From an optimization exercise on the open Yosys and OpenROAD flow, aimed at a short achievable clock period and few clock cycles; shortcuts taken in it are not production practice. Only simulation tests tie the RTL to the original design; equivalence was not proved. No activity file was given, so power comes from the tool's default toggle rates.

### design/flow/config.mk
export PLATFORM = sky130hd
export DESIGN_NAME = l2_top
export DESIGN_NICKNAME = l2_top
export VERILOG_FILES = /design/flow/design.v
export SDC_FILE = /design/flow/constraint.sdc
export NUM_CORES = 4
export LEC_CHECK = 0
export ABC_CLOCK_PERIOD_IN_PS = 3000
export CAP_MARGIN = 20
export CORE_MARGIN = 2
export CORE_UTILIZATION = 30
export PLACE_DENSITY = 0.42
export SETUP_SLACK_MARGIN = 2.0
export SLEW_MARGIN = 20
export TNS_END_PERCENT = 10
### design/flow/constraint.sdc
create_clock -name core_clock -period 5.0 [get_ports {clk}]
set_input_delay 1.0000 -clock core_clock [delete_from_list [all_inputs] [get_ports {clk}]]
set_output_delay 1.0000 -clock core_clock [all_outputs]
set_load 0.01 [all_outputs]
### design/flow/design.v
package cache_pkg;
  localparam int DATA_W    = 32;
  localparam int ADDR_W    = 12;
  localparam int INDEX_W   = 4;
  localparam int SETS      = 16;
  localparam int TAG_W     = 8;
  localparam int NUM_PORTS = 2;
  localparam int PORT_W    = 1;
  typedef enum logic [2:0] {
    IDLE,
    CHECK,
    WRITEBACK,
    FETCH,
    FETCH_WAIT
  } ctrl_state_t;
  typedef enum logic {
    OP_READ,
    OP_WRITE
  } mem_op_t;
  typedef struct packed {
    mem_op_t             op;
    logic [ADDR_W-1:0]   addr;
    logic [DATA_W-1:0]   wdata;
  } cache_req_t;
  typedef struct packed {
    logic [DATA_W-1:0]   rdata;
    logic [PORT_W-1:0]   port;
  } cache_resp_t;
  typedef struct packed {
    logic                read;
    logic                write;
    logic [ADDR_W-1:0]   addr;
    logic [DATA_W-1:0]   wdata;
  } mem_req_t;
  typedef struct packed {
    logic                resp;
    logic [DATA_W-1:0]   rdata;
  } mem_resp_t;
endpackage
module l2_lookup (
  input  logic [15:0]  vld0,
  input  logic [15:0]  vld1,
  input  logic [15:0]  lru,
  input  logic [15:0]  vd,
  input  logic [127:0] vt,
  input  logic [127:0] tg0,
  input  logic [127:0] tg1,
  input  logic [15:0]  sel,
  input  logic [7:0]   tag,
  output logic         h0,
  output logic         h1,
  output logic         vw,
  output logic         vwb,
  output logic [7:0]   vtag
);
  logic [15:0] eq0, eq1;
  always_comb begin
    for (int s = 0; s < 16; s++) begin
      eq0[s] = vld0[s] && (tg0[8*s +: 8] == tag);
      eq1[s] = vld1[s] && (tg1[8*s +: 8] == tag);
    end
  end
  always_comb begin
    h0   = |(eq0 & sel);
    h1   = |(eq1 & sel);
    vw   = |(lru & sel);
    vwb  = |(vd & sel);
    vtag = '0;
    for (int s = 0; s < 16; s++) begin
      vtag = vtag | (vt[8*s +: 8] & {8{sel[s]}});
    end
  end
endmodule
module l2_lookup_m (
  input  logic [15:0]  vld0,
  input  logic [15:0]  vld1,
  input  logic [15:0]  lru,
  input  logic [15:0]  vd,
  input  logic [15:0]  dty0,
  input  logic [15:0]  dty1,
  input  logic [127:0] vt,
  input  logic [127:0] tg0,
  input  logic [127:0] tg1,
  input  logic [15:0]  sel,
  input  logic [7:0]   tag,
  output logic         h0,
  output logic         h1,
  output logic         vw,
  output logic         vwb,
  output logic [7:0]   vtag,
  output logic [7:0]   t0,
  output logic [7:0]   t1,
  output logic         vd0,
  output logic         vd1
);
  always_comb begin
    t0   = '0;
    t1   = '0;
    vtag = '0;
    for (int s = 0; s < 16; s++) begin
      t0   = t0   | (tg0[8*s +: 8] & {8{sel[s]}});
      t1   = t1   | (tg1[8*s +: 8] & {8{sel[s]}});
      vtag = vtag | (vt[8*s +: 8]  & {8{sel[s]}});
    end
    h0  = |(vld0 & sel) && (t0 == tag);
    h1  = |(vld1 & sel) && (t1 == tag);
    vw  = |(lru & sel);
    vwb = |(vd & sel);
    vd0 = |(vld0 & dty0 & sel);
    vd1 = |(vld1 & dty1 & sel);
  end
endmodule
module l2_core (
  input  logic        clk,
  input  logic        rst,
  input  logic [1:0]  req_valid,
  input  logic [1:0]  req_write,
  input  logic [23:0] req_addr,
  input  logic [63:0] req_wdata,
  output logic [1:0]  resp_valid,
  output logic [31:0] resp_rdata,
  output logic        resp_port,
  output logic        mem_read,
  output logic        mem_write,
  output logic [11:0] mem_addr,
  output logic [31:0] mem_wdata,
  input  logic        mem_resp,
  input  logic [31:0] mem_rdata
);
  logic [15:0]  vld0, vld1, dty0, dty1, lru;
  logic [15:0]  vd;        
  logic [127:0] vt;        
  logic [127:0] tg0, tg1;
  logic [511:0] dat0, dat1;
  logic [1:0]  o;          
  logic [1:0]  c;          
  logic [11:0] a  [2];
  logic [15:0] aoh [2];    
  logic [1:0]  w;
  logic [31:0] d  [2];
  logic [1:0]  sok;        
  logic [1:0]  k0, k1, kvw, kvwb;
  logic [7:0]  kvtag [2];
  logic [1:0]  hw;         
  logic [1:0]  rdy;        
  logic [1:0]  wbp, rdp;   
  logic [7:0]  wbt [2];
  logic [31:0] wbd [2];
  logic        lastp;      
  logic        ord;        
  logic        cur;        
  logic [1:0]  rv_q;       
  logic [1:0]  frd_q;      
  logic        fsel_q;     
  logic        rp_q;
  logic [31:0] rd_q;
  assign resp_valid = rv_q | (frd_q & {2{mem_resp}});
  assign resp_rdata = fsel_q ? mem_rdata : rd_q;
  assign resp_port  = rp_q;
  logic [1:0]  ih0, ih1, ivw, ivwb, sh0, sh1, svw, svwb;
  logic [7:0]  ivtag [2];
  logic [7:0]  svtag [2];
  logic [7:0]  st0 [2];     
  logic [7:0]  st1 [2];
  logic [1:0]  svd0, svd1;
  for (genvar g = 0; g < 2; g++) begin : g_lk
    l2_lookup lk_in (
      .vld0 (vld0), .vld1 (vld1), .lru (lru), .vd (vd), .vt (vt),
      .tg0  (tg0),  .tg1  (tg1),
      .sel  (16'b1 << req_addr[12*g +: 4]), .tag (req_addr[12*g+4 +: 8]),
      .h0 (ih0[g]), .h1 (ih1[g]), .vw (ivw[g]), .vwb (ivwb[g]), .vtag (ivtag[g])
    );
    l2_lookup_m lk_slot (
      .vld0 (vld0), .vld1 (vld1), .lru (lru), .vd (vd), .vt (vt), .dty0 (dty0), .dty1 (dty1),
      .tg0  (tg0),  .tg1  (tg1),
      .sel  (aoh[g]), .tag (a[g][11:4]),
      .h0 (sh0[g]), .h1 (sh1[g]), .vw (svw[g]), .vwb (svwb[g]), .vtag (svtag[g]),
      .t0 (st0[g]), .t1 (st1[g]), .vd0 (svd0[g]), .vd1 (svd1[g])
    );
  end
  logic [1:0]  arr, unc, hit, way;
  logic [3:0]  idx  [2];
  logic [3:0]  nidx [2];
  logic [31:0] rd0  [2];    
  logic [31:0] rd1  [2];
  logic [31:0] vdat [2];
  logic [7:0]  ot   [2];    
  logic [1:0]  od;          
  logic [31:0] hdat [2];
  logic [31:0] cdat [2];
  logic [1:0]  fill, emit, ready, first, second, pend, com, iss;
  logic [1:0]  dF, dS, dN, dec, wr;
  logic        free, comN, issN, fany;
  logic [1:0]  eiss;        
  logic [1:0]  early;       
  logic [31:0] fval, hval;
  logic [15:0] fwe0, fwe1, hwe0, hwe1;
  logic        fway;
  logic [3:0]  fidx, cidx;
  always_comb begin
    for (int p = 0; p < 2; p++) begin
      arr[p]  = req_valid[p];
      idx[p]  = a[p][3:0];
      nidx[p] = arr[p] ? req_addr[12*p +: 4] : a[p][3:0];
      unc[p]  = o[p] && !c[p];
      hit[p]  = k0[p] || k1[p];
      way[p]  = hit[p] ? k1[p] : kvw[p];
    end
  end
  assign free = !(mem_read || mem_write) || mem_resp;
  always_comb begin
    for (int p = 0; p < 2; p++) begin
      fill[p]   = mem_resp && mem_read && (cur == p[0]);
      emit[p]   = mem_resp && frd_q[p];
      ready[p]  = rdy[p] || fill[p];
      first[p]  = c[p] && (!c[1-p] || ord == p[0]);
      second[p] = c[p] && c[1-p] && ord != p[0];
      pend[p]   = wbp[p] || rdp[p];
    end
    for (int p = 0; p < 2; p++) begin
      com[p] = unc[p] && sok[p] && (c[1-p] || !(lastp == p[0] && unc[1-p]));
    end
    comN = |com;
    cidx = com[1] ? idx[1] : idx[0];
    fany = |fill;
    fway = fill[1] ? hw[1] : hw[0];
    fidx = fill[1] ? idx[1] : idx[0];
    fval = (fill[1] ? w[1] : w[0]) ? (fill[1] ? d[1] : d[0]) : mem_rdata;
    for (int p = 0; p < 2; p++) begin
      rd0[p] = '0;
      rd1[p] = '0;
      for (int s = 0; s < 16; s++) begin
        rd0[p] = rd0[p] | (dat0[32*s +: 32] & {32{aoh[p][s]}});
        rd1[p] = rd1[p] | (dat1[32*s +: 32] & {32{aoh[p][s]}});
      end
      vdat[p] = kvw[p] ? rd1[p] : rd0[p];
      ot[p] = way[p] ? st0[p] : st1[p];
      od[p] = way[p] ? svd0[p] : svd1[p];
      hdat[p] = (fany && fidx == idx[p] && fway == k1[p]) ? fval :
                (k1[p] ? rd1[p] : rd0[p]);
      cdat[p] = (fany && fidx == idx[p] && fway == hw[p]) ? fval :
                (hw[p] ? rd1[p] : rd0[p]);
    end
    for (int p = 0; p < 2; p++) begin
      dF[p] = first[p] && ready[p] && !emit[p];
      dS[p] = second[p] && emit[1-p] && rdy[p];
      dN[p] = com[p] && hit[p] &&
              (!c[1-p] || emit[1-p] ||
               (!ready[1-p] && idx[1-p] != idx[p] && lastp != p[0]));
      dec[p] = dF[p] || dS[p] || dN[p];
      wr[p]  = dec[p] && w[p] && !fill[p];
      iss[p] = free && pend[p] && (first[p] || (second[p] && !pend[1-p]));
    end
    issN = free && comN && !(|(c & pend));
    hval = wr[1] ? d[1] : d[0];
    for (int s = 0; s < 16; s++) begin
      fwe0[s] = (fill[0] && aoh[0][s] && !hw[0]) || (fill[1] && aoh[1][s] && !hw[1]);
      fwe1[s] = (fill[0] && aoh[0][s] &&  hw[0]) || (fill[1] && aoh[1][s] &&  hw[1]);
      hwe0[s] = (wr[0] && aoh[0][s] && !(dN[0] ? k1[0] : hw[0])) ||
                (wr[1] && aoh[1][s] && !(dN[1] ? k1[1] : hw[1]));
      hwe1[s] = (wr[0] && aoh[0][s] &&  (dN[0] ? k1[0] : hw[0])) ||
                (wr[1] && aoh[1][s] &&  (dN[1] ? k1[1] : hw[1]));
    end
    for (int p = 0; p < 2; p++) begin
      eiss[p] = arr[p] && !ih0[p] && !ih1[p] && !ivwb[p] && !arr[1-p] && !unc[1-p] &&
                free && !comN && !(|(c & pend));
    end
  end
  logic       mr_d, mw_d, cur_d;
  always_comb begin
    mr_d  = mem_read && !mem_resp;
    mw_d  = mem_write && !mem_resp;
    cur_d = cur;
    if (free) begin
      cur_d = (|iss) ? iss[1] : (comN ? com[1] : arr[1]);
      if (|iss) begin
        mw_d = iss[1] ? wbp[1] : wbp[0];
        mr_d = !mw_d;
      end
      else if (comN) begin
        mw_d = com[1] ? (!hit[1] && kvwb[1]) : (!hit[0] && kvwb[0]);
        mr_d = com[1] ? (!hit[1] && !kvwb[1]) : (!hit[0] && !kvwb[0]);
      end
      else begin
        mw_d = 1'b0;
        mr_d = |eiss;
      end
    end
  end
  always_ff @(posedge clk) begin
    if (rst) begin
      o         <= '0;
      c         <= '0;
      sok       <= '0;
      early     <= '0;
      rdy       <= '0;
      wbp       <= '0;
      rdp       <= '0;
      lastp     <= 1'b1;
      ord       <= 1'b0;
      rv_q      <= '0;
      frd_q     <= '0;
      mem_read  <= 1'b0;
      mem_write <= 1'b0;
      vld0      <= '0;
      vld1      <= '0;
      dty0      <= '0;
      dty1      <= '0;
      lru       <= '0;
      vd        <= '0;
    end
    else begin
      rv_q      <= dec;
      frd_q[0]  <= !(|dec) && mem_read && !mem_resp && !cur;
      frd_q[1]  <= !(|dec) && mem_read && !mem_resp && cur;
      mem_read  <= mr_d;
      mem_write <= mw_d;
      early <= eiss;
      for (int p = 0; p < 2; p++) begin
        sok[p] <= !(comN && cidx == nidx[p]);
        if (arr[p]) begin
          o[p] <= 1'b1;
        end
        if (com[p]) begin
          c[p]   <= 1'b1;
          rdy[p] <= hit[p];
          wbp[p] <= !hit[p] && kvwb[p];
          rdp[p] <= !hit[p] && !early[p];
          ord    <= ~p[0];
        end
        if (fill[p]) begin
          rdy[p] <= 1'b1;
        end
      end
      for (int p = 0; p < 2; p++) begin
        if (emit[p]) begin
          o[p]  <= 1'b0;
          c[p]  <= 1'b0;
          rdy[p] <= 1'b0;
          lastp <= p[0];
        end
      end
      for (int p = 0; p < 2; p++) begin
        if (dec[p]) begin
          o[p]  <= 1'b0;
          c[p]  <= 1'b0;
          rdy[p] <= 1'b0;
          lastp <= p[0];
        end
      end
      for (int p = 0; p < 2; p++) begin
        for (int s = 0; s < 16; s++) begin
          if (com[p] && aoh[p][s]) begin
            lru[s] <= ~way[p];
            vd[s]  <= od[p];
            if (hit[p]) begin
              if (w[p]) begin
                if (k1[p]) dty1[s] <= 1'b1;
                else       dty0[s] <= 1'b1;
              end
            end
            else begin
              if (kvw[p]) begin
                vld1[s] <= 1'b1;
                dty1[s] <= w[p];
              end
              else begin
                vld0[s] <= 1'b1;
                dty0[s] <= w[p];
              end
            end
          end
        end
      end
      if (free) begin
        if (|iss) begin
          for (int p = 0; p < 2; p++) begin
            if (iss[p]) begin
              if (wbp[p]) wbp[p] <= 1'b0;
              else        rdp[p] <= 1'b0;
            end
          end
        end
        else if (issN) begin
          for (int p = 0; p < 2; p++) begin
            if (com[p]) begin
              if (kvwb[p]) wbp[p] <= 1'b0;
              else         rdp[p] <= 1'b0;
            end
          end
        end
      end
    end
  end
  always_ff @(posedge clk) begin
    cur <= cur_d;
    for (int p = 0; p < 2; p++) begin
      if (arr[p]) begin
        a[p] <= req_addr[12*p +: 12];
        aoh[p] <= 16'b1 << req_addr[12*p +: 4];
        w[p] <= req_write[p];
        d[p] <= req_wdata[32*p +: 32];
      end
      k0[p]    <= arr[p] ? ih0[p]   : sh0[p];
      k1[p]    <= arr[p] ? ih1[p]   : sh1[p];
      kvw[p]   <= arr[p] ? ivw[p]   : svw[p];
      kvwb[p]  <= arr[p] ? ivwb[p]  : svwb[p];
      kvtag[p] <= arr[p] ? ivtag[p] : svtag[p];
      if (com[p]) begin
        hw[p]  <= way[p];
        wbt[p] <= kvtag[p];
        wbd[p] <= vdat[p];
        for (int s = 0; s < 16; s++) begin
          if (aoh[p][s]) begin
            vt[8*s +: 8] <= ot[p];
            if (!hit[p]) begin
              if (kvw[p]) tg1[8*s +: 8] <= a[p][11:4];
              else        tg0[8*s +: 8] <= a[p][11:4];
            end
          end
        end
      end
    end
    if (free) begin
      if (|iss) begin
        for (int p = 0; p < 2; p++) begin
          if (iss[p]) begin
            mem_addr  <= wbp[p] ? {wbt[p], idx[p]} : a[p];
            mem_wdata <= wbd[p];
          end
        end
      end
      else if (comN) begin
        for (int p = 0; p < 2; p++) begin
          if (com[p]) begin
            mem_addr  <= kvwb[p] ? {kvtag[p], idx[p]} : a[p];
            mem_wdata <= vdat[p];
          end
        end
      end
      else begin
        mem_addr <= arr[1] ? req_addr[23:12] : req_addr[11:0];
      end
    end
    rp_q   <= cur;
    rd_q   <= cur ? d[1] : d[0];
    fsel_q <= !(|dec) && !(cur ? w[1] : w[0]);
    for (int p = 0; p < 2; p++) begin
      if (dec[p]) begin
        rp_q <= p[0];
        if (w[p])
          rd_q <= d[p];
        else if (dN[p])
          rd_q <= hdat[p];
        else
          rd_q <= fill[p] ? mem_rdata : cdat[p];
      end
    end
    for (int s = 0; s < 16; s++) begin
      if (fwe0[s]) dat0[32*s +: 32] <= fval;
      if (fwe1[s]) dat1[32*s +: 32] <= fval;
      if (hwe0[s]) dat0[32*s +: 32] <= hval;
      if (hwe1[s]) dat1[32*s +: 32] <= hval;
    end
  end
endmodule
module l2_top (
  input  logic        clk,
  input  logic        rst,
  input  logic [1:0]  req_valid,
  input  logic [1:0]  req_write,
  input  logic [23:0] req_addr,
  input  logic [63:0] req_wdata,
  output logic [1:0]  resp_valid,
  output logic [31:0] resp_rdata,
  output logic        resp_port,
  output logic        mem_read,
  output logic        mem_write,
  output logic [11:0] mem_addr,
  output logic [31:0] mem_wdata,
  input  logic        mem_resp,
  input  logic [31:0] mem_rdata
);
  l2_core l2_core_i (
    .clk        (clk),
    .rst        (rst),
    .req_valid  (req_valid),
    .req_write  (req_write),
    .req_addr   (req_addr),
    .req_wdata  (req_wdata),
    .resp_valid (resp_valid),
    .resp_rdata (resp_rdata),
    .resp_port  (resp_port),
    .mem_read   (mem_read),
    .mem_write  (mem_write),
    .mem_addr   (mem_addr),
    .mem_wdata  (mem_wdata),
    .mem_resp   (mem_resp),
    .mem_rdata  (mem_rdata)
  );
endmodule
### design/flow/flow/run.sh
#!/bin/bash
# The standard layout, with stronger buffers on the ports.
set -euo pipefail
bash standard.sh "BUFFER_PORTS_ARGS=-buffer_cell sky130_fd_sc_hd__buf_8" finish > flow_make.log 2>&1
### design/flow/standard.sh
#!/bin/bash
# synth_recipe.tcl (not shown) runs the flow's synth.tcl, then flattens the netlist and writes it again
# the make line also repeats each setting of config.mk as NAME=value (left out here)
make -C /OpenROAD-flow-scripts/flow DESIGN_CONFIG=/design/flow/config.mk WORK_HOME=/design/flow/orfs CLKGATE_MAP_FILE= SYNTH_SCRIPT=/design/flow/synth_recipe.tcl "${@:-finish}"
==> run summary, run 1 <==
Max H-tree Level 4; largest net degree at the start of global routing 83; largest cells by area after synthesis edfxtp_1 36%, mux2i_1 14%, dfxtp_1 10%, a221oi_1 5.5%, a22o_1 5.1%; reg2reg end l2_core_i.vd[6]; # clock sinks 1833; Initial DRT Pass Iterations 27; Initial DRC Count 17217; Hold Fails Final Rpt 0; area taken by multi-input logic gates 0.05502 mm2; CP startpoint kind primary input; row cnt 219; Leakage Power 49.95 nW; Seq. cell area 0.04946 mm2; final setup vio count 0; unrepaired setup endpoints after global routing true; Post-Synth XOR/XNOR Area 0.04619; WHS Endpoint l2_core_i.d[0][13]; Critical R2R Launch l2_core_i.aoh[0][4]; Synth Area in Simple Gates 0.08716; CTS max path bufs 4; main combinational cell family by area after synthesis compound AO/OA/AOI/OAI gates; Buffers on Ports 207; max-slew violations 0; Hold Path Origin req_wdata[13]; first-pass GRT wire length 969500 um; Synth Area in Adders 0; CP Class primary input to flip-flop; dpl hpwl 462700 um; Synth Instances 9951; status finished clean; core area 0.3557 mm2; Routed Antenna Nets 0; Die X 601.6 um; most frequent cell after synthesis mux2i_1; Placer Congestion 1.000; critical path fanouts, max 23; layout cell share with drive strength beyond 1 0.1958; Yosys top cell by area edfxtp_1; ys async rst share 0; post-synthesis mux area share 0.1470; R2R Setup Slk 1580 ps; Die ar. 0.3619 mm2; Overflow after GRT 0; Synthesized Nets 10078; Hold Path Class primary input to flip-flop; maximum capacitance violations 0; # DRC 0; CP Data Arrival Time 4230 ps; Num CTS Buffers 225; Mapped Area 0.1071 mm2; setup TNS 0 ps; sequential cell area fraction in the yosys report 0.4614; Post-synth EDFFs 1273; Required @ worst endpoint 5730 ps; fin nets 10384; Top FF cell, synth edfxtp_1; clock-pin slew on the worst setup and hold paths 70 ps; Fill cells 34670; Netlist cell types 85; final critical-path share of the clock period 0.7001; Max IR drop VDD 0.2879 mV; Reg2Reg Depth 10; CTS tree done; Synth Area in Compound Gates 0.2091; register bit total from synthesis 1833; Area Growth Syn to Fin 24.95%; Worst Hold Depth 1; number of global-route vias before repair 99676; fin crit period 3501 ps; share of the synthesized area in the top cell type 0.3568; pwr dens 403.0 mW/mm2; worst skew pair latency 1020 ps; vias per cell 6.965; Slew @ Worst Pin 1256 ps; final WL 746000 um; via count 106096; initial antenna violation count 47; drt wl/cell 48.98 um; post-route cell area 0.1339 mm2; syn_area_per_cell 10.77 um2; Max-slew headroom 0.1551; initial core utilization 0.3012; clock skew 125.9 ps; Fmax achieved 285.7 MHz; Ys Warns 35; Critical Path End Type flip-flop; Total GRT Usage 0.3929; DP Area 0.1188 mm2; die height 601.6 um; total I/O pin count 208; top cells by count, synth 1465 x mux2i_1, 1273 x edfxtp_1, 779 x clkbuf_1, 677 x a221oi_1, 671 x nor2_1; root buffer cell clkbuf_16
==> cell type report <==
cell class,instances,share of cell area
clock inverter,106,0.007570
clock buffer,311,0.04677
multi-input combinational,6962,0.4110
timing repair buffer,1186,0.1187
tap,4751,0.04440
antenna,35,0.0006542
sequential,1833,0.3695
inverter,49,0.001402
==> what timing repair did <==
action / CTS / global route
pin swaps: 38 / 25
hold buffers: 0 / 0
buffers inserted: 198 / 72
setup endpoints to repair: 2586 / 2597
gates cloned: 93 / 18
resized for setup: 269 / 156
==> power by group <==
group	internal, mW	switching [mW]	leakage (nW)
registers	18.5	4.05	16.0
clock network	9.46	7.42	3.55
logic	6.04	8.45	30.4
total	34.0	19.9	49.9
==> placed cells by master (no fill, tap or decap), drive strengths merged, types with 33 or more instances in the layout <==
master and n:
xnor2 419, nor2 673, a31oi 124, nand4 221, mux2 96, a221o 33, a211oi 91, nand3 176
a22o 625, and3 41, mux2i 1465, clkbuf 329, inv 52, a22oi 391, o22ai 57, buf 1155
or2 33, and4 78, nor3 62, nor4 72, o221a 57, nand2 491, a21oi 421, o21ai 116
a221oi 677, o21a 34, edfxtp 1273, o211ai 67, a2111oi 41, clkinv 79, dfxtp 560, diode 35
o221ai 36, xor2 146
==> critical path, cell delays in order <==
cell and delay [ps]:
buf_8 260, nor4bb_4 960, nand4_1 190, nor4_1 690, a41oi_1 290, nand4_1 190, or4_1 370, o211ai_1 260
==> state kept, by name, summed over array words and instances, names as in the netlist, 12 cells and up <==
name,flops
l2_core_i.vd,16
l2_core_i.dat0,512
l2_core_i.rd_q,32
l2_core_i.mem_wdata,32
l2_core_i.wbt,16
l2_core_i.aoh,32
l2_core_i.lru,16
l2_core_i.kvtag,16
l2_core_i.mem_addr,12
l2_core_i.dat1,512
l2_core_i.d,64
l2_core_i.vld0,16
l2_core_i.wbd,64
l2_core_i.dty0,16
l2_core_i.tg1,128
l2_core_i.dty1,16
l2_core_i.vld1,16
l2_core_i.tg0,128
l2_core_i.vt,128
l2_core_i.a,24
==> per-layer routing <==
layer	routed length, um	global-route usage	vias up
li1	-	-	40051
met1	265600	0.4619	53791
met2	317000	0.5897	9220
met3	79790	0.1006	3014
met4	83380	0.3556	20
met5	220	0	-
==> cell families after synthesis <==
group / after synthesis
xor gates and xnor gates: 565
muxes: 1561
and+or+nand+nor: 1941
AOI/OAI and AO/OA: 2863
buffers and inverters: 1188
DFF: 1833
==> worst max path at each step <==
stage                     cells after the start                 start                 endpoint  slack [ps]
after floorplan                              11              mem_resp      l2_core_i.dat1[256]        1460
after global placement                       10              mem_resp       l2_core_i.dat0[46]         320
after detailed placement                      9              mem_resp       l2_core_i.dat1[91]         530
after CTS                                     9  l2_core_i.aoh[0][10]  l2_core_i.mem_wdata[28]        1670
after global routing                         11         l2_core_i.cur      l2_core_i.dat1[432]        1630
final                                         8          req_addr[12]       l2_core_i.mem_read        1500
==> stage by stage <==
| step | cells | utilization | hold slack [ps] | setup slack, ps | total power [mW] |
|---|---|---|---|---|---|
| 6_report | 15233 | 0.3764 | 148.7 | 1499 | 53.95 |
| 5_1_grt | 15205 | 0.3762 | 132.4 | 1628 | 55.03 |
| 4_1_cts | 15107 | 0.3719 | 117.2 | 1673 | 53.15 |
| 3_5_place_dp | 14399 | 0.3341 | 418.6 | 535.0 | 35.69 |
| 3_3_place_gp | 14393 | 0.3337 | 416.2 | 322.8 | 35.62 |
| 2_1_floorplan | 9951 | - | 408.0 | 1461 | 28.57 |
Testbench counts, summed over its fixed seeds: cycles 50,600.
==> inputs of run 2 (changes only) <==
--- a/design/flow/config.mk
+++ b/design/flow/config.mk
@@ -8,8 +8,8 @@
 export ABC_CLOCK_PERIOD_IN_PS = 3000
 export CAP_MARGIN = 20
 export CORE_MARGIN = 2
-export CORE_UTILIZATION = 30
-export PLACE_DENSITY = 0.42
+export CORE_UTILIZATION = 34
+export PLACE_DENSITY = 0.46
 export SETUP_SLACK_MARGIN = 2.0
 export SLEW_MARGIN = 20
 export TNS_END_PERCENT = 10
==> run 2 against run 1 <==
  * Area after synthesis did not move
  * Combinational power barely moved
  * Power rose by 0.73%
  * Via count rose by 0.89%
  * Design area rose by 0.28%
  * Clock skew fell by 37 ps
  * Critical path type is now flip-flop to flip-flop
  * Largest power group unchanged
  * Highest routed layer unchanged
==> run summary, run 2 <==
Buffers on Ports 207 (unchanged); vias per cell 7.293 (+4.7%); initial core utilization 0.3410 (+0.03976); largest cells by area after synthesis edfxtp_1 36%, mux2i_1 14%, dfxtp_1 10%, a221oi_1 5.5%, a22o_1 5.1%; via count 107036 (+0.89%); Layout Cells excl Fill 14676 (-3.7%); Die X 565.3 um (-6.0%); maximum capacitance violations 0 (unchanged); final critical-path share of the clock period 0.6941 (-0.005990); Fmax achieved 288.1 MHz (+0.86%); max-slew violations 0 (unchanged); # DRC 0 (unchanged); Max-slew headroom 0.1481 (-0.006953); Placer Congestion 1.027 (+2.7%); core area 0.3142 mm2 (-12%); Hold Path Class primary input to flip-flop; status finished clean; post-route cell area 0.1343 mm2 (+0.28%); Top FF cell, synth edfxtp_1; clock skew 89.19 ps (-36.68 ps); CP Data Arrival Time 4230 ps (about the same); CP Class flip-flop to flip-flop; register bit total from synthesis 1833 (unchanged); initial antenna violation count 41 (-13%); total I/O pin count 208 (unchanged); largest registers l2_core_i.dat0: 512 flops, l2_core_i.dat1: 512 flops; final setup vio count 0 (unchanged); share of the synthesized area in the top cell type 0.3568 (unchanged); Leakage Power 50.53 nW (+1.2%); Yosys top cell by area edfxtp_1; Final Total Pwr 54.34 mW (+0.73%); root buffer cell clkbuf_16; worst skew pair latency 980 ps (-40 ps); Die ar. 0.3196 mm2 (-12%); Synth Instances 9951 (unchanged); fin nets 10429 (+0.43%); final WL 744600 um (-0.19%); setup TNS 0 ps (unchanged); Area Growth Syn to Fin 25.31%; row cnt 206 (-5.9%); Slew @ Worst Pin 1242 ps (-13.53 ps); Routed Antenna Nets 0 (unchanged); die height 565.3 um (-6.0%); Mapped Area 0.1071 mm2 (unchanged); CP startpoint kind flip-flop; unrepaired setup endpoints after global routing true; pwr dens 404.8 mW/mm2 (+0.44%); hold-fix buffers at CTS 0 (unchanged); ys async rst share 0 (unchanged); Overflow after GRT 0 (unchanged); Synthesized Nets 10078 (unchanged); final worst slack 1529 ps (+29.95 ps); syn_area_per_cell 10.77 um2 (unchanged); Total GRT Usage 0.4374 (+0.04444); dpl hpwl 451600 um (-2.4%); largest net degree at the start of global routing 85 (+2.4%); # clock sinks 1833 (unchanged); DP Worst Slack 475.8 ps (-59.21 ps); most frequent cells in the layout 1429 x mux2i_1, 1273 x edfxtp_1, 675 x a221oi_1; CTS tree done; fin crit period 3471 ps (-29.95 ps); Max H-tree Level 4 (unchanged); leading cell type in the layout, fill and taps excluded mux2i_1; number of global-route vias before repair 98966 (-0.71%); layout cell share with drive strength beyond 1 0.2003 (+0.004478); Hold Fails Final Rpt 0 (unchanged); clock-pin slew on the worst setup and hold paths 60 ps (about the same); top cells by count, synth 1465 x mux2i_1, 1273 x edfxtp_1, 779 x clkbuf_1, 677 x a221oi_1, 671 x nor2_1; Required @ worst endpoint 5760 ps (+30 ps); DP Area 0.1177 mm2 (-0.95%); first-pass GRT wire length 946600 um (-2.4%); Max IR drop VDD 0.3242 mV (+13%); dpl cells 13788 (-4.2%); most frequent cell after synthesis mux2i_1; Critical Path End Type flip-flop; Initial DRC Count 17692 (+2.8%); Hold WS 209.2 ps (+60.54 ps); drt wl/cell 50.74 um (+3.6%); CTS max path bufs 4 (unchanged); sequential cell area fraction in the yosys report 0.4614 (unchanged); Ys Warns 35 (unchanged); critical path fanouts, max 9 (-61%); Initial DRT Pass Iterations 9 (-67%); Post-synth EDFFs 1273 (unchanged); Final Util 0.4273 (+0.05090); Netlist cell types 85 (unchanged); Num CTS Buffers 224 (-0.44%)
## run 2: cell types whose count changed in the layout (fill, tap and decap cells not counted), moves of 6 or more
cell,delta
clkinvlp_4,+8
buf_16,+6
and4_2,-7
and4_1,+11
diode_2,-7
bufinv_16,+9
buf_6,+24
clkbuf_16,+27
clkbuf_1,-19
## run 2: final cells by class
cell class,count,area (um2)
fill,29333,179900
sequential,1833,49460
tap,4160,5205
clock inverter,122,1289
antenna,28,70.07
multi-input combinational,6958,54940
inverter,49,201.4
clock buffer,290,6151
timing repair buffer,1236,16930
## run 2: path summary, 6_finish.rpt
check	startpoint	cells after the start	endpoint	slack, ps
max	l2_core_i.aoh[1][9]	8	l2_core_i.k1[1]	1530
min	req_wdata[5]	1	l2_core_i.d[0][5]	210
max reg2reg	l2_core_i.aoh[1][9]	8	l2_core_i.k1[1]	1530
min reg2reg	l2_core_i.kvtag[1][6]	0	l2_core_i.wbt[1][6]	440
## run 2: timing repair
action                      CTS  global route
pin swaps                    44            28
gates cloned                 75            62
gates resized for setup     318           164
buffers inserted            192           116
setup endpoints to repair  2733          2591
## run 2: cell families (layout without fill, tap and decap cells)
logic type / count (synthesis) / count (layout) / share of synthesized area
muxes: 1561 / 1562 / 0.1470
AOI/OAI and AO/OA: 2863 / 2875 / 0.2091
DFF: 1833 / 1833 / 0.4614
other: 0 / 28 / 0
xor gates and xnor gates: 565 / 565 / 0.04619
buffers and inverters: 1188 / 1697 / 0.04908
and+or+nand+nor: 1941 / 1956 / 0.08716
## run 2: per-layer routing
metal,routed length [um],global-route usage
met5,83,0
met4,93090,0.4255
met3,88080,0.1254
met2,309900,0.6487
met1,253500,0.5013
## run 2: power by group
| group | total (mW) | switching, mW | internal [mW] |
|---|---|---|---|
| clock network | 17.3 | 7.45 | 9.84 |
| logic | 14.3 | 8.30 | 6.03 |
| registers | 22.7 | 4.20 | 18.5 |
## run 2: worst max-delay path: stages, from the launching register on
cell and delay [ps]:
edfxtp_1 820, buf_4 390, a22o_1 210, a221oi_1 320, nand3_1 170, nor2_1 400, xor2_1 190, nand3_1 140
o31ai_4 620

-- separate check: timing with driven ports --
The flow's constraints put no driver on any port. The routed layouts listed below were extracted and timed again, unchanged, in two steps.
Step 1: set_driving_cell puts a clkbuf_16 on clk and a buf_2 on each other input, an assumption about the parent block.
Step 2 also shifts input and output timing later by t, the mid clock arrival at the registers, as if the neighbouring blocks saw the same clock.
a / b / c = no drivers / after step 1 / after step 2; a / b = the first two.
| run | t, ns | setup slack, ns | hold WS [ns] | worst slew at a driven data input, ns |
|---|---|---|---|---|
| run 1 | 1.077 | 1.499 / 1.566 / 0.489 | 0.149 / 0.079 / 0.432 | 0.27 |
| run 2 | 1.055 | 1.529 / 1.529 / 0.702 | 0.209 / 0.145 / 0.439 | 0.12 |
After both steps setup and hold are still met in every run listed. For run 1, which loses most, drivers alone change the setup slack by +0.067 ns; drivers and shift together by -1.010 ns.
